Context: an optimization exercise on an open-source flow, tuned for small area. The choices shown serve that exercise and are no tape-out recipe. No run shown here included a check of the RTL's function; only the layout flow was run. Power is estimated from default activity; no workload was simulated.

==> design/flow/design.v <==
package ncgr_pkg;
  localparam int WINDOW_POSITIONS = 36;
  localparam int LABEL_BITS       = 20;
  typedef enum logic [2:0] {
    ST_IDLE,    
    ST_WAIT,    
    ST_MUL,     
    ST_DIV,     
    ST_RES      
  } state_t;
endpackage
import ncgr_pkg::*;
module neighborhood_crowding_growth_rate_unit (
  input  logic                   clk,
  input  logic                   rst,
  input  logic                   cfg_we,
  input  logic [2:0]             cfg_index,
  input  logic [19:0]            cfg_data,
  input  logic                   item_valid,
  output logic                   item_ready,
  input  logic [19:0]            item_density_code,
  input  logic [19:0]            item_occupant_label,
  input  logic [1:0]             item_position_stage,
  input  logic [1:0]             item_center_type,
  input  logic signed [23:0]     item_inherent_rate,
  input  logic                   item_last_position,
  output logic                   result_valid,
  input  logic                   result_ready,
  output logic signed [31:0]     result_adjusted_rate,
  output logic [5:0]             result_r_neighbors,
  output logic [6:0]             result_k_neighbors,
  output logic [6:0]             result_total_neighbors
);
  logic [19:0] group_a;
  logic [19:1] group_b;
  logic [14:0] r_limit;
  logic [14:0] k_limit;
  logic [15:0] alpha;
  logic [15:0] beta;
  logic [15:0] cap_r;
  logic [15:0] cap_k;
  logic [19:0] cfg_wd;
  logic [7:0]  cfg_ld;
  assign cfg_wd = rst ? 20'd256 : cfg_data;
  always_comb begin
    for (int k = 0; k < 8; k++) cfg_ld[k] = rst || (cfg_we && cfg_index == 3'(k));
  end
  always_ff @(posedge clk) begin
    if (cfg_ld[0]) group_a <= cfg_wd[19:0] & {11'h7FF, ~rst, 8'hFF};
    if (cfg_ld[1]) group_b <= cfg_wd[19:1] & {11'h7FF, ~rst, 7'h7F};
    if (cfg_ld[2]) r_limit <= cfg_wd[14:0] & {6'h3F, ~rst, 8'hFF};
    if (cfg_ld[3]) k_limit <= cfg_wd[14:0] & {6'h3F, ~rst, 8'hFF};
    if (cfg_ld[4]) alpha   <= cfg_wd[15:0] & {7'h7F, ~rst, 8'hFF};
    if (cfg_ld[5]) beta    <= cfg_wd[15:0] & {7'h7F, ~rst, 8'hFF};
    if (cfg_ld[6]) cap_r   <= cfg_wd[15:0];
    if (cfg_ld[7]) cap_k   <= cfg_wd[15:0];
  end
  ncgr_pkg::state_t state;
  logic       half;
  logic [5:0] low6;
  logic [5:0] low6_inc;
  always_comb begin
    logic c;
    c = 1'b1;
    for (int i = 0; i < 6; i++) begin
      low6_inc[i] = low6[i] ^ c;
      c           = low6[i] & c;
    end
  end
  always_ff @(posedge clk) begin
    if (rst) begin
      half <= 1'b0;
      low6 <= '0;
    end else if (low6 == 6'd35) begin
      half <= ~half;
      low6 <= '0;
    end else begin
      low6 <= low6_inc;
    end
  end
  logic [LABEL_BITS-1:0] ring [72];
  logic                  insert;
  always_ff @(posedge clk) begin
    for (int i = 0; i < 71; i++) ring[i] <= ring[i+1];
    ring[71] <= insert ? item_occupant_label : ring[0];
  end
  logic [5:0] r_cnt;
  logic [5:0] k_cnt;
  logic [5:0] s2_cnt;
  logic [6:0] kc;
  logic [6:0] n;
  always_comb begin
    logic c;
    c = 1'b0;
    for (int i = 0; i < 6; i++) begin
      kc[i] = k_cnt[i] ^ s2_cnt[i] ^ c;
      c     = (k_cnt[i] & s2_cnt[i]) | (c & (k_cnt[i] ^ s2_cnt[i]));
    end
    kc[6] = c;
    c = 1'b0;
    for (int i = 0; i < 6; i++) begin
      n[i] = r_cnt[i] ^ kc[i] ^ c;
      c    = (r_cnt[i] & kc[i]) | (c & (r_cnt[i] ^ kc[i]));
    end
    n[6] = kc[6] ^ c;
  end
  logic        sel_q;
  logic        sel_ok;
  logic        pend;
  logic        d_i;
  logic        a_i;
  logic        b_i;
  logic        t_s;
  logic        ev_start;
  logic        d1;
  logic        a1;
  logic        t_c;
  logic        gt_h;
  logic        gt_a;
  logic        gt_t;
  logic        d_nz;
  logic [19:0] b_vec;
  assign b_vec    = {group_b, 1'b0};
  assign d_i      = low6 < 6'd20 && item_density_code[low6[4:0]];
  assign a_i      = low6 < 6'd20 && group_a[low6[4:0]];
  assign b_i      = low6 < 6'd20 && b_vec[low6[4:0]];
  assign t_s      = a1 ^ b_i ^ t_c;
  assign ev_start = low6 == 6'd0;
  always_ff @(posedge clk) begin
    d1   <= d_i;
    a1   <= a_i;
    t_c  <= !ev_start && ((a1 & b_i) | (t_c & (a1 ^ b_i)));
    gt_a <= (d_i ^ a_i) ? d_i : (!ev_start && gt_a);
    gt_h <= !ev_start && ((d1 ^ a_i) ? d1 : gt_h);
    gt_t <= !ev_start && ((d1 ^ t_s) ? d1 : gt_t);
    d_nz <= d_i || (!ev_start && d_nz);
  end
  logic       [5:0] cnt;
  logic       [5:0] cnt_inc;
  logic             in_sel;
  logic             skip;
  logic             at_start;
  logic             armed;
  logic             found;
  logic             armed_eff;
  logic             match;
  logic             decide;
  logic             lab_zero;
  logic [1:0]       ctype_q;
  logic             s2_add;
  logic       [5:0] s2_inc;
  assign cnt = sel_q ? r_cnt : k_cnt;
  always_comb begin
    logic c;
    c = 1'b1;
    for (int i = 0; i < 6; i++) begin
      cnt_inc[i] = cnt[i] ^ c;
      c          = cnt[i] & c;
    end
    c = 1'b1;
    for (int i = 0; i < 6; i++) begin
      s2_inc[i] = s2_cnt[i] ^ c;
      c         = s2_cnt[i] & c;
    end
  end
  assign in_sel    = half == ~sel_q;
  assign lab_zero  = item_occupant_label == '0;
  assign skip      = lab_zero || cnt == 6'd36;
  assign at_start  = sel_ok && in_sel && low6 == 6'd0;
  assign armed_eff = armed || at_start;
  assign match     = in_sel && low6 < cnt && ring[0] == item_occupant_label;
  assign decide    = state == ST_IDLE && item_valid &&
                     (lab_zero || (sel_ok && (skip || (armed_eff && in_sel && low6 == cnt))));
  assign insert    = decide && !skip && !(found && !at_start);
  assign s2_add    = item_position_stage == 2'd2 && s2_cnt != 6'd36;
  always_ff @(posedge clk) begin
    ctype_q <= item_center_type;
    if (low6 == 6'd21) sel_q <= (d_nz && !gt_h) || (gt_a && (t_c || !gt_t));
    if (rst || decide) begin
      pend   <= 1'b0;
      sel_ok <= 1'b0;
    end else begin
      if (ev_start)      pend   <= state == ST_IDLE && item_valid;
      if (low6 == 6'd21) sel_ok <= pend;
    end
  end
  always_ff @(posedge clk) begin
    if (rst || state != ST_IDLE || !item_valid || decide || !sel_ok) begin
      armed <= 1'b0;
      found <= 1'b0;
    end else begin
      armed <= armed_eff;
      found <= at_start ? match : (found || match);
    end
  end
  always_ff @(posedge clk) begin
    if (rst || (state == ST_RES && result_ready)) begin
      r_cnt  <= '0;
      k_cnt  <= '0;
      s2_cnt <= '0;
    end else if (decide) begin
      if (insert && sel_q)  r_cnt <= cnt_inc;
      if (insert && !sel_q) k_cnt <= cnt_inc;
      if (s2_add)           s2_cnt <= s2_inc;
    end
  end
  logic [46:0] p;
  logic [15:0] rem;
  logic        q0;
  logic        sat_hi;
  logic        pos;
  logic        sel1;
  logic [14:0] lim;
  logic [15:0] mult;
  logic [6:0]  kbits;
  logic [15:0] cap;
  logic [15:0] capx;
  logic        n_ge_lim;
  logic        crowded;
  logic        sgn;
  logic        cpl;
  logic        st_mul;
  logic        st_div;
  logic        ph_fin;
  logic        ph_last;
  logic        mul_b;
  logic [23:0] op;
  logic        cin;
  logic        sx;
  logic        lsb;
  logic [33:0] lo;
  logic        lo_c;
  logic [12:0] up;
  logic [16:0] t;
  logic [15:0] diff;
  logic        ge;
  logic        hold;
  assign sel1  = ctype_q[0];
  assign lim   = sel1 ? r_limit : k_limit;
  assign mult  = sel1 ? alpha : beta;
  assign kbits = sel1 ? kc : {1'b0, r_cnt};
  assign cap   = sel1 ? cap_r : cap_k;
  assign capx  = {cap[15:1], cap[0] | (cap == '0)};
  assign sgn   = item_inherent_rate[23];
  assign cpl   = ~sgn;
  always_comb begin
    logic c;
    c = ~|lim[7:0];
    for (int i = 0; i < 7; i++)
      c = (n[i] ^ lim[8+i]) ? n[i] : c;
    n_ge_lim = c;
  end
  assign crowded = (ctype_q[0] ^ ctype_q[1]) && n_ge_lim;
  assign st_mul  = state == ST_MUL;
  assign st_div  = state == ST_DIV;
  assign ph_last = half && low6 == 6'd10;
  assign ph_fin  = half && low6 == 6'd11;
  assign mul_b   = p[46];
  always_comb begin
    op  = '0;
    cin = 1'b0;
    sx  = 1'b0;
    lsb = 1'b0;
    if (st_mul) begin
      if (!half) begin
        if (low6 == 6'd15 && crowded) op = {17'b0, n};
        if (low6 >= 6'd17 && low6 <= 6'd23 && crowded && kbits[5'd23 - low6[4:0]])
          op = {8'b0, mult};
        if (low6 == 6'd24 && crowded) begin
          op  = {8'hFF, ~lim, 1'b1};
          cin = 1'b1;
        end
      end else if (low6 >= 6'd12) begin
        if (mul_b) op = item_inherent_rate ^ {24{sgn}};
        cin = mul_b & sgn;
      end
    end else if (st_div && ph_fin) begin
      op  = item_inherent_rate;
      sx  = sgn;
      cin = cpl;
      lsb = q0;
    end
  end
  always_comb begin
    logic [46:0] aa;
    logic [46:0] bb;
    logic [46:0] pp;
    logic [46:0] gg;
    logic [46:0] pr;
    logic [46:0] gr;
    aa = {p[45:0], lsb};
    bb = {13'b0, {10{sx}}, op};
    pp = aa ^ bb;
    gg = aa & bb;
    pr = pp;
    gr = gg;
    gr[0] = gg[0] | (pp[0] & cin);
    for (int i = 1; i <= 6; i++)
      for (int j = 2**i - 1; j < 47; j = j + 2**i) begin
        gr[j] = gr[j] | (pr[j] & gr[j - 2**(i-1)]);
        pr[j] = pr[j] & pr[j - 2**(i-1)];
      end
    for (int i = 6; i > 0; i--)
      for (int j = 2**i + 2**(i-1) - 1; j < 47; j = j + 2**i) begin
        gr[j] = gr[j] | (pr[j] & gr[j - 2**(i-1)]);
        pr[j] = pr[j] & pr[j - 2**(i-1)];
      end
    lo[0] = pp[0] ^ cin;
    for (int i = 1; i < 34; i++) lo[i] = pp[i] ^ gr[i-1];
    for (int i = 34; i < 47; i++) up[i-34] = pp[i] ^ gr[i-1];
    lo_c = gr[33];
  end
  assign t = {rem, p[46]};
  always_comb begin
    logic c;
    logic b;
    c = 1'b0;
    for (int i = 0; i < 17; i++) begin
      b = (i < 16) ? capx[i] : 1'b0;
      if (i < 16) diff[i] = t[i] ^ b ^ c;
      c = (~t[i] & b) | (~(t[i] ^ b) & c);
    end
    ge = ~c;
  end
  assign hold = state == ST_RES || (st_div && ph_last);
  always_ff @(posedge clk) begin
    p[46:34] <= up;
    if (!hold) begin
      p[33:1] <= lo[33:1];
      p[0]    <= st_div && !ph_fin ? ge ^ cpl : lo[0];
    end
  end
  always_ff @(posedge clk) begin
    if (st_div) rem <= ge ? diff : t[15:0];
    else        rem <= '0;
    if (st_mul)                        sat_hi <= 1'b0;
    else if (st_div && !half && low6 < 6'd15) sat_hi <= sat_hi | ge;
    if (st_div && ph_last) q0  <= ge ^ cpl;
    if (st_div && ph_fin)  pos <= cpl;
  end
  always_ff @(posedge clk) begin
    if (rst) begin
      state <= ST_IDLE;
    end else begin
      unique case (state)
        ST_IDLE: if (decide && item_last_position) state <= ST_WAIT;
        ST_WAIT: if (half && low6 == 6'd35) state <= ST_MUL;
        ST_MUL:  if (half && low6 == 6'd35) state <= ST_DIV;
        ST_DIV:  if (ph_fin) state <= ST_RES;
        ST_RES:  if (result_ready) state <= ST_IDLE;
        default: state <= ST_IDLE;
      endcase
    end
  end
  assign item_ready = (decide && !item_last_position) || (st_div && ph_fin);
  logic sat;
  assign sat = sat_hi || p[33] != p[32] || p[32] != p[31];
  assign result_valid           = state == ST_RES;
  assign result_adjusted_rate   = sat ? {pos, {31{~pos}}} : p[31:0];
  assign result_r_neighbors     = r_cnt;
  assign result_k_neighbors     = kc;
  assign result_total_neighbors = n;
endmodule
==> design/flow/flow/run.sh <==
#!/bin/bash
# The standard ORFS layout (the standard.sh, unchanged synthesis), with two settings passed
# to make: port buffers use the smallest buffer cell, and the clock tree is built from
# clkbuf_16 sink clusters without dummy loads. make's full output goes to make_finish.log here;
# each ORFS step also keeps its own log under orfs/logs/.
set -euo pipefail
cd "$(dirname "${BASH_SOURCE[0]}")/.."
bash standard.sh \
  BUFFER_PORTS_ARGS="-buffer_cell sky130_fd_sc_hd__buf_1" \
  CTS_ARGS="-sink_clustering_enable -repair_clock_nets -dont_use_dummy_load -sink_clustering_size 24 -sink_clustering_max_diameter 50 -buf_list sky130_fd_sc_hd__clkbuf_16" \
  finish > make_finish.log 2>&1
==> design/flow/standard.sh <==
#!/bin/bash
# synth_recipe.tcl (not shown) runs the flow's synth.tcl, then flattens the netlist and writes it again
# the make line also repeats each setting of config.mk as NAME=value (left out here)
make -C /OpenROAD-flow-scripts/flow DESIGN_CONFIG=/design/flow/config.mk WORK_HOME=/design/flow/orfs CLKGATE_MAP_FILE= SYNTH_SCRIPT=/design/flow/synth_recipe.tcl "${@:-finish}"
==> design/flow/config.mk <==
export PLATFORM = sky130hd
export DESIGN_NAME = neighborhood_crowding_growth_rate_unit
export DESIGN_NICKNAME = neighborhood_crowding_growth_rate_unit
export VERILOG_FILES = /design/flow/design.v
export SDC_FILE = /design/flow/constraint.sdc
export NUM_CORES = 4
export LEC_CHECK = 0
export CAP_MARGIN = 20
export CORE_MARGIN = 2
export CORE_UTILIZATION = 72
export PLACE_DENSITY = 0.8
export SLEW_MARGIN = 20
==> design/flow/constraint.sdc <==
create_clock -name core_clock -period 11.0 [get_ports {clk}]
set_input_delay 2.2000 -clock core_clock [delete_from_list [all_inputs] [get_ports {clk}]]
set_output_delay 2.2000 -clock core_clock [all_outputs]
set_load 0.01 [all_outputs]
==> summary.txt, run 1 <==
Cell-internal power - 7.86 mW
Slew at the pin closest to its max-slew limit - 1.10 ns
Post-route worst setup slack - 1.43 ns
Max clock buf depth - 3
Final number of setup-violating endpoints - 0
Maximum number of pins on one net before global-route repair - 41
Critical path origin - ctype_q[0]$_DFF_P_
Clock net sink count - 1681
Critical path arrival - 9.92 ns
Final wirelength - 92.5 mm
Post-Syn Instances - 2619
DRC violations left - 0
Share of total power in sequential cells - 63.4%
Num CTS Buffers - 96
Crit path capture - p[0]$_DFFE_PN_
Combinational cell fraction of total power - 2.0%
Setup tns final - 0 ns
Clock root buffer - clkbuf_16
Clock transition at the registers of the reported paths - 0.11 ns
Row cnt - 89
Global-route wire length before repair - 139 mm
Last weighted congestion value of the routability-driven placer - 0.901
Fraction of the mapped netlist area in compound gates - 4.24%
Share of synthesized cell area in full adder, half adder and majority cells - 4.01%
Worst-case clock skew - 0.0809 ns
Remaining Overflow, GRT - 0
Min-delay worst type - reg -> reg
Total of warnings raised by yosys - 2
Overall routing resource usage - 31.1%
Chip Height - 248 um
Post-route antenna net violation count - 0
Final HPWL DP - 49.2 mm
Mean instance size in the synthesized netlist - 16.3 sq um
Post-Synthesis Cell Area - 42700 sq um
Die span in x - 248 um
Placeable core region - 58900 sq um
Worst slew margin - 26.6%
Worst Setup Path Type - reg -> reg
Clock network latency to the later pin of the worst-skew pair - 0.67 ns
Critical Path End Type - flop
Static leakage - 18.7 nW
Quantity of I/O buffers inserted on ports - 150
Min Clock Period, post-route - 9.57 ns
Most used flip-flop cell after synthesis - dfxtp_1
Setup bufs post-CTS - 0
Peak fanout along the critical path - 33
Number of failing hold endpoints at the final stage - 0
Clock power share - 34.6%
# IOs - 151
Max-slew violation count - 0
Required time reported for the critical path endpoint - 11.35 ns
Power per cell area - 213 nW/um^2
Endpoint of the worst register-to-register path - p[0]$_DFFE_PN_
Fraction of final layout cells sized beyond drive strength 1 - 7.19%
FF+latch area - 35400 sq um
Final-layout fill cell count - 2775
TritonCTS clock tree - built
Gates resized, CTS repair - 0
Routed wire length per instance - 25.7 um
Pwr Total - 9.89 mW
Placement Setup Slack - 2.05 ns
Area added between synthesis and finish - 8.86%
Overall die area - 61300 sq um
Initial antenna violation count - 5
Reg-to-reg slack, setup - 1.43 ns
Post-synthesis register bit count - 1681
Via count - 20388
Max cap viols - 0
Post-synth EDFFs - 170
Initial standard-cell utilization of the core - 72.6%
Largest vdd supply drop - 195 uV
Synthesized-area fraction occupied by and/or/nand/nor cells - 3.12%
Worst r2r path cells - 24
Proportion of synthesized area in mux cells - 3.15%
Tcrit/Tclk final - 87.0%
Pre-antenna DRT Iters - 5
Switching Share - 20.6%
Proportion of register bits with asynchronous set or reset after synthesis - 0%
Max Fclk - 104 MHz
Worst setup SP type - flop
Vias in the first global route - 21969
Setup repair after global routing missed its margin - no
Number of nets at the end of the flow - 3031
Hold buffers post-CTS - 0
Portion of the post-synthesis area used by sequential elements - 82.7%
Htree depth - 3
Beginning of the worst register-to-register path - ctype_q[0]$_DFF_P_
Net switching power of the design - 2.03 mW
Number of distinct standard cells referenced by the synthesized netlist - 78
Dominant combinational cell family by area after synthesis - compound AO/OA/AOI/OAI gates
Outcome - no timing/DRC/antenna violations
Violation count after the first detailed-route iteration - 2088
Detail-routed via count per cell - 5.66
Post-Synthesis Net Count - 2825
Xor and xnor area share after synthesis - 1.43%
Area of combinational cells with multiple inputs - 6840 sq um
==> cells in the final DEF (no fill, tap or decap), types with 10 or more instances in the layout <==
cell type     n
nand4_1      11
and2_1       10
o211ai_1     13
buf_1       149
mux2_2       45
clkbuf_16    96
xnor2_1      38
edfxtp_1    170
ha_1         65
nand2_1      56
mux2i_1      41
buf_4        11
xor2_1       32
fa_1         44
mux4_2       19
nor2_1       63
dfxtp_1    1510
a21oi_1      43
nand3_1      15
nor3_1       13
nor4_1       13
a211oi_1     20
a22o_1       12
o21ai_0      47
inv_1        83
nor2b_1      30
a21o_1       48
==> metal layers <==
layer / global-route usage (%) / share of wire [%]
met5: 0.318 / 0.027
met1: 38.8 / 38
met4: 13.4 / 4.5
met2: 52.7 / 49
met3: 7.05 / 8.0
==> final cells by class <==
class	count	area share, %
Tap cell	773	2.08
Inverter	83	0.670
Antenna cell	4	0.0215
Multi-Input combinational cell	802	14.7
Clock buffer	96	5.16
Sequential cell	1681	76.0
Timing Repair Buffer	161	1.39
==> power groups by stage <==
stage,Clock [mW],Combinational [mW],Sequential [mW]
floorplan,0,0.109,6.39
global placement,0,0.166,6.40
detailed placement,0,0.176,6.40
CTS,3.47,0.193,6.27
global route,3.65,0.205,6.27
finish,3.42,0.199,6.27
==> sequential cells by signal, summed over array words and instances, names as in the netlist, 3 cells and up <==
signal and count:
alpha 16, beta 16, cap_k 16, cap_r 16
group_a 20, group_b 19, k_cnt 6, k_limit 15
low6 6, p 47, r_cnt 6, r_limit 15
rem 16, ring 1440, s2_cnt 6, state 3
==> how the worst min path moves through the flow <==
stage | cells past startpoint | slack, ns | start | endpoint
3_3_place_gp | 0 | 0.31 | ring[10][16]$_DFF_P_ | ring[9][16]$_DFF_P_
3_5_place_dp | 0 | 0.31 | ring[18][11]$_DFF_P_ | ring[17][11]$_DFF_P_
5_1_grt | 0 | 0.28 | ring[24][6]$_DFF_P_ | ring[23][6]$_DFF_P_
4_1_cts | 0 | 0.28 | ring[47][8]$_DFF_P_ | ring[46][8]$_DFF_P_
6_report | 0 | 0.29 | ring[49][0]$_DFF_P_ | ring[48][0]$_DFF_P_
2_1_floorplan | 0 | 0.31 | ring[1][0]$_DFF_P_ | ring[0][0]$_DFF_P_
==> cells by family (layout without fill, tap and decap cells) <==
kind of cell,Yosys count,in the layout
flip-flops,1681,1681
AO/OA/AOI/OAI,262,262
AND/OR/NAND/NOR,254,254
buffers and inverters,136,340
adder cells (fa/ha/maj),111,111
multiplexers,105,105
XOR/XNOR,70,70
other,0,4
==> critical path, stage by stage, from the launching register on <==
cell and delay (ns):
dfxtp_2 0.71, mux2_2 0.34, nor4_1 0.09, nand4b_1 0.14
o21ai_0 0.14, ha_1 0.23, fa_1 0.44, fa_1 0.46
fa_1 0.45, fa_1 0.43, fa_1 0.46, fa_1 0.44
fa_1 0.46, fa_1 0.46, fa_1 0.49, fa_1 0.48
fa_1 0.47, fa_1 0.44, fa_1 0.44, fa_1 0.41
inv_1 0.10, fa_1 0.19, or2_2 0.55, xnor2_1 0.16
mux2_2 0.28
==> cells in the mapped netlist (all sizes together) (4+ instances only) <==
library cell  instances  area (sq um)
o211ai               13          97.6
o22ai                 5          31.3
a2111oi               5          43.8
mux4                 19           428
fa                   44           881
buf                  24           151
dfxtp              1511         30200
nand4                11          68.8
o31ai                 6          45.0
or2                   5          31.3
nor4                 14           103
edfxtp              170          5100
nor2                 66           255
o21ai                53           265
nor2b                30           188
and2                 11          70.1
xnor2                38           333
inv                  83           312
a21oi                46           245
ha                   65           813
a21o                 49           375
a31oi                 7          50.1
nand2                57           221
a22o                 12           105
o21a                  7          52.6
clkbuf               29           109
nand2b                8          50.1
mux2i                41           410
a31o                  4          35.0
a211oi               20           150
a41o                  4          40.0
nor3b                 4          30.0
xor2                 32           280
nor3                 15          91.3
mux2                 45           507
a22oi                 8          60.1
nand3                15          75.1
==> per-stage QoR <==
step / instance area [sq um] / cells / util (%) / hold WS (ns)
6_report: 46500 / 3600 / 79.0 / 0.290
5_1_grt: 46500 / 3597 / 79.0 / 0.283
4_1_cts: 46500 / 3596 / 79.0 / 0.284
3_5_place_dp: 44100 / 3500 / 74.9 / 0.312
3_3_place_gp: 44100 / 3500 / 74.9 / 0.311
2_1_floorplan: 42700 / 2619 / - / 0.310
==> run 2, diff against run 1 <==
--- a/design/flow/design.v
+++ b/design/flow/design.v
@@ -104,37 +104,43 @@
     end
     n[6] = kc[6] ^ c;
   end
+  logic        sel_r;
   logic        sel_q;
-  logic        sel_ok;
-  logic        pend;
-  logic        d_i;
-  logic        a_i;
-  logic        b_i;
-  logic        t_s;
-  logic        ev_start;
-  logic        d1;
-  logic        a1;
-  logic        t_c;
-  logic        gt_h;
-  logic        gt_a;
-  logic        gt_t;
   logic        d_nz;
-  logic [19:0] b_vec;
-  assign b_vec    = {group_b, 1'b0};
-  assign d_i      = low6 < 6'd20 && item_density_code[low6[4:0]];
-  assign a_i      = low6 < 6'd20 && group_a[low6[4:0]];
-  assign b_i      = low6 < 6'd20 && b_vec[low6[4:0]];
-  assign t_s      = a1 ^ b_i ^ t_c;
-  assign ev_start = low6 == 6'd0;
-  always_ff @(posedge clk) begin
-    d1   <= d_i;
-    a1   <= a_i;
-    t_c  <= !ev_start && ((a1 & b_i) | (t_c & (a1 ^ b_i)));
-    gt_a <= (d_i ^ a_i) ? d_i : (!ev_start && gt_a);
-    gt_h <= !ev_start && ((d1 ^ a_i) ? d1 : gt_h);
-    gt_t <= !ev_start && ((d1 ^ t_s) ? d1 : gt_t);
-    d_nz <= d_i || (!ev_start && d_nz);
+  logic        le_half_a;    
+  logic        gt_a;         
+  logic        le_top;       
+  always_comb begin
+    logic c;
+    logic [20:0] cs_s;
+    logic [21:0] cs_c;
+    c = 1'b0;
+    for (int i = 0; i < 20; i++) begin
+      logic ai;
+      ai = (i < 19) ? group_a[i+1] : 1'b0;
+      c  = (ai ^ item_density_code[i]) ? item_density_code[i] : c;
+    end
+    le_half_a = ~c;
+    c = 1'b0;
+    for (int i = 0; i < 20; i++)
+      c = (group_a[i] ^ item_density_code[i]) ? item_density_code[i] : c;
+    gt_a = c;
+    cs_c[0] = 1'b1;
+    for (int i = 0; i < 21; i++) begin
+      logic ai, bi, di;
+      ai = (i < 20) ? group_a[i] : 1'b0;
+      bi = (i < 19) ? group_b[i+1] : 1'b0;
+      di = (i < 20) ? ~item_density_code[i] : 1'b1;
+      cs_s[i]   = ai ^ bi ^ di;
+      cs_c[i+1] = (ai & bi) | (di & (ai ^ bi));
+    end
+    c = 1'b0;
+    for (int i = 0; i < 21; i++)
+      c = (cs_s[i] ^ cs_c[i]) ? c : cs_s[i];
+    le_top = c | cs_c[21];
   end
+  assign d_nz  = |item_density_code;
+  assign sel_r = (d_nz && le_half_a) || (gt_a && le_top);
   logic       [5:0] cnt;
   logic       [5:0] cnt_inc;
   logic             in_sel;
@@ -145,7 +151,7 @@
   logic             armed_eff;
   logic             match;
   logic             decide;
-  logic             lab_zero;
+  logic             seen;
   logic [1:0]       ctype_q;
   logic             s2_add;
   logic       [5:0] s2_inc;
@@ -164,28 +170,21 @@
     end
   end
   assign in_sel    = half == ~sel_q;
-  assign lab_zero  = item_occupant_label == '0;
-  assign skip      = lab_zero || cnt == 6'd36;
-  assign at_start  = sel_ok && in_sel && low6 == 6'd0;
+  assign skip      = item_occupant_label == '0 || cnt == 6'd36;
+  assign at_start  = in_sel && low6 == 6'd0;
   assign armed_eff = armed || at_start;
   assign match     = in_sel && low6 < cnt && ring[0] == item_occupant_label;
-  assign decide    = state == ST_IDLE && item_valid &&
-                     (lab_zero || (sel_ok && (skip || (armed_eff && in_sel && low6 == cnt))));
+  assign decide    = state == ST_IDLE && item_valid && seen &&
+                     (skip || (armed_eff && in_sel && low6 == cnt));
   assign insert    = decide && !skip && !(found && !at_start);
   assign s2_add    = item_position_stage == 2'd2 && s2_cnt != 6'd36;
   always_ff @(posedge clk) begin
+    sel_q   <= sel_r;
     ctype_q <= item_center_type;
-    if (low6 == 6'd21) sel_q <= (d_nz && !gt_h) || (gt_a && (t_c || !gt_t));
-    if (rst || decide) begin
-      pend   <= 1'b0;
-      sel_ok <= 1'b0;
-    end else begin
-      if (ev_start)      pend   <= state == ST_IDLE && item_valid;
-      if (low6 == 6'd21) sel_ok <= pend;
-    end
+    seen    <= !rst && state == ST_IDLE && item_valid && !decide;
   end
   always_ff @(posedge clk) begin
-    if (rst || state != ST_IDLE || !item_valid || decide || !sel_ok) begin
+    if (rst || state != ST_IDLE || !item_valid || decide) begin
       armed <= 1'b0;
       found <= 1'b0;
     end else begin
@@ -281,35 +280,8 @@
       lsb = q0;
     end
   end
-  always_comb begin
-    logic [46:0] aa;
-    logic [46:0] bb;
-    logic [46:0] pp;
-    logic [46:0] gg;
-    logic [46:0] pr;
-    logic [46:0] gr;
-    aa = {p[45:0], lsb};
-    bb = {13'b0, {10{sx}}, op};
-    pp = aa ^ bb;
-    gg = aa & bb;
-    pr = pp;
-    gr = gg;
-    gr[0] = gg[0] | (pp[0] & cin);
-    for (int i = 1; i <= 6; i++)
-      for (int j = 2**i - 1; j < 47; j = j + 2**i) begin
-        gr[j] = gr[j] | (pr[j] & gr[j - 2**(i-1)]);
-        pr[j] = pr[j] & pr[j - 2**(i-1)];
-      end
-    for (int i = 6; i > 0; i--)
-      for (int j = 2**i + 2**(i-1) - 1; j < 47; j = j + 2**i) begin
-        gr[j] = gr[j] | (pr[j] & gr[j - 2**(i-1)]);
-        pr[j] = pr[j] & pr[j - 2**(i-1)];
-      end
-    lo[0] = pp[0] ^ cin;
-    for (int i = 1; i < 34; i++) lo[i] = pp[i] ^ gr[i-1];
-    for (int i = 34; i < 47; i++) up[i-34] = pp[i] ^ gr[i-1];
-    lo_c = gr[33];
-  end
+  assign {lo_c, lo} = {1'b0, p[32:0], lsb} + {1'b0, {10{sx}}, op} + {34'b0, cin};
+  assign up         = p[45:33] + {12'b0, lo_c};
   assign t = {rem, p[46]};
   always_comb begin
     logic c;
==> design/flow/run.sh (new file) <==
#!/bin/bash
# synth_recipe.tcl (not shown) runs the flow's synth.tcl, then flattens the netlist and writes it again
# the make line also repeats each setting of config.mk as NAME=value (left out here)
make -C /OpenROAD-flow-scripts/flow DESIGN_CONFIG=/design/flow/config.mk WORK_HOME=/design/flow/orfs CLKGATE_MAP_FILE= SYNTH_SCRIPT=/design/flow/synth_recipe.tcl finish
--- a/design/flow/config.mk
+++ b/design/flow/config.mk
@@ -7,6 +7,9 @@
 export LEC_CHECK = 0
 export CAP_MARGIN = 20
 export CORE_MARGIN = 2
-export CORE_UTILIZATION = 72
-export PLACE_DENSITY = 0.8
+export CORE_UTILIZATION = 80
+export CTS_BUF_LIST = sky130_fd_sc_hd__clkbuf_16
+export CTS_CLUSTER_DIAMETER = 60
+export CTS_CLUSTER_SIZE = 30
+export PLACE_DENSITY = 0.86
 export SLEW_MARGIN = 20
removed: design/flow/flow/run.sh
removed: design/flow/standard.sh
==> run 2 against run 1 <==
  * The flow now stops in global routing
  * Area after synthesis is 1.3% higher
  * Synthesized cell count is 6.3% higher
==> summary.txt, run 2 <==
Setup bufs post-CTS - 0 (unchanged)
Type of the worst endpoint after the last repair - sequential cell input
Largest cells by area after synthesis - dfxtp_1, edfxtp_1, fa_1, ha_1, mux2_2
Outcome - did not finish
Most common cell in the synthesized netlist - dfxtp_1
Synth top cells by count - dfxtp_1, edfxtp_1, inv_1, nor2_1, nand2_1
Mean instance size in the synthesized netlist - 15.6 sq um (-4.7%)
Yosys top cell area share - 69.5% (-1.2 points)
# IOs - 151 (unchanged)
Xor and xnor area share after synthesis - 1.70% (+0.26 points)
Hold buffers post-CTS - 0 (unchanged)
Cell type with the highest aggregate area in the netlist - dfxtp_1
Post-synthesis register bit count - 1673 (-0.48%)
Proportion of register bits with asynchronous set or reset after synthesis - 0% (unchanged)
Maximum number of pins on one net before global-route repair - 45
Last stage the flow got to - global routing
Clock net sink count - 1673 (-0.48%)
Row cnt - 85 (-4.5%)
Htree depth - 3 (unchanged)
Post-Synthesis Net Count - 2989 (+5.8%)
Max clock buf depth - 3 (unchanged)
Quantity of I/O buffers inserted on ports - 150 (unchanged)
Post-Synthesis Cell Area - 43300 sq um (+1.3%)
Chip Height - 237 um (-4.4%)
Initial standard-cell utilization of the core - 80.6% (+8.1 points)
Post-Syn Instances - 2783 (+6.3%)
Proportion of synthesized area in mux cells - 2.15% (-1.0 points)
Error Message - [ERROR DPL-0033] detailed placement checks failed during check placement.
Fraction of the mapped netlist area in compound gates - 5.20% (+0.96 points)
Last weighted congestion value of the routability-driven placer - 0.946 (+5.1%)
Final HPWL DP - 66.9 mm (+36%)
Portion of the post-synthesis area used by sequential elements - 81.3% (-1.5 points)
Critical endpoint after global-route timing repair - p[46]$_DFF_P_/D
Most used flip-flop cell after synthesis - dfxtp_1
Die span in x - 237 um (-4.4%)
Total of warnings raised by yosys - 2 (unchanged)
Share of synthesized cell area in full adder, half adder and majority cells - 4.28% (+0.26 points)
Num CTS Buffers - 68 (-29%)
Gates resized, CTS repair - 0 (unchanged)
Synthesized-area fraction occupied by and/or/nand/nor cells - 4.12% (+0.99 points)
Initial antenna violation count - 41
Number of distinct standard cells referenced by the synthesized netlist - 79 (+1.3%)
Dominant combinational cell family by area after synthesis - compound AO/OA/AOI/OAI gates
Total instance count after detailed placement - 3589 (+2.5%)
Post-synth EDFFs - 169 (-0.59%)
Clock root buffer - clkbuf_16
-- run 2: cell count changes after synthesis, sizes merged, moves of 17 or more --
| cell | before | now |
|---|---|---|
| xnor2 | 38 | 68 |
| a21oi | 46 | 69 |
| nor2 | 66 | 88 |
| nand3 | 15 | 34 |
| mux4 | 19 | 2 |
-- run 2: how the worst max path moves through the flow --
| stage | to | slack [ns] |
|---|---|---|
| 2_1_floorplan | rem[5]$_SDFF_PP0_ | 2.34 |
| 3_3_place_gp | p[46]$_DFF_P_ | 2.48 |
| 3_5_place_dp | p[46]$_DFF_P_ | 1.84 |
| 4_1_cts | p[46]$_DFF_P_ | 0.79 |
-- run 2: kinds of logic after synthesis --
group	Yosys count
buf+inv	144
simple gates	348
fa+ha+maj	123
mux	83
flops	1673
compound gates	328
xor+xnor	84
-- run 2: through the flow --
stage / utilization (%) / area (sq um) / total power [mW] / hold slack, ns / setup slack [ns]
after global placement: 84.8 / 45600 / 6.81 / 0.311 / 2.48
after floorplan: - / 43300 / 6.66 / 0.310 / 2.34
after CTS: 88.5 / 47500 / 9.90 / 0.314 / 0.790
after detailed placement: 84.8 / 45600 / 6.87 / 0.312 / 1.84
-- run 2: power groups by stage --
stage	Clock [mW]	Sequential [mW]	Combinational [mW]
after CTS	3.11	6.36	0.424
after floorplan	0	6.44	0.224
after detailed placement	0	6.48	0.386
after global placement	0	6.46	0.345

[afterwards: timing with drivers on the ports]
The flow's constraints put no driver on any port. The routed layout listed below was extracted and timed again, unchanged, in two steps.
Step 1, drivers: a clkbuf_16 drives clk and a buf_2 each remaining input, both assumed.
Step 2 also shifts input and output timing later by t, the mid clock arrival at the registers, as if the neighbouring blocks saw the same clock.
a / b / c = ideal ports / drivers / drivers and shift; a / b = the first two.
run: run 1
shift t [ns]: 0.711
setup slack, ns: 1.426 / 1.426 / 1.426
worst hold slack (ns): 0.290 / 0.290 / 0.290
slew at the worst register clock pin (ns): 0.11 / 0.11
worst slew at a driven data input, ns: 0.09
After both steps setup and hold are still met in run 1. For run 1, drivers alone change the setup slack by 0.000 ns; drivers and shift together by 0.000 ns.
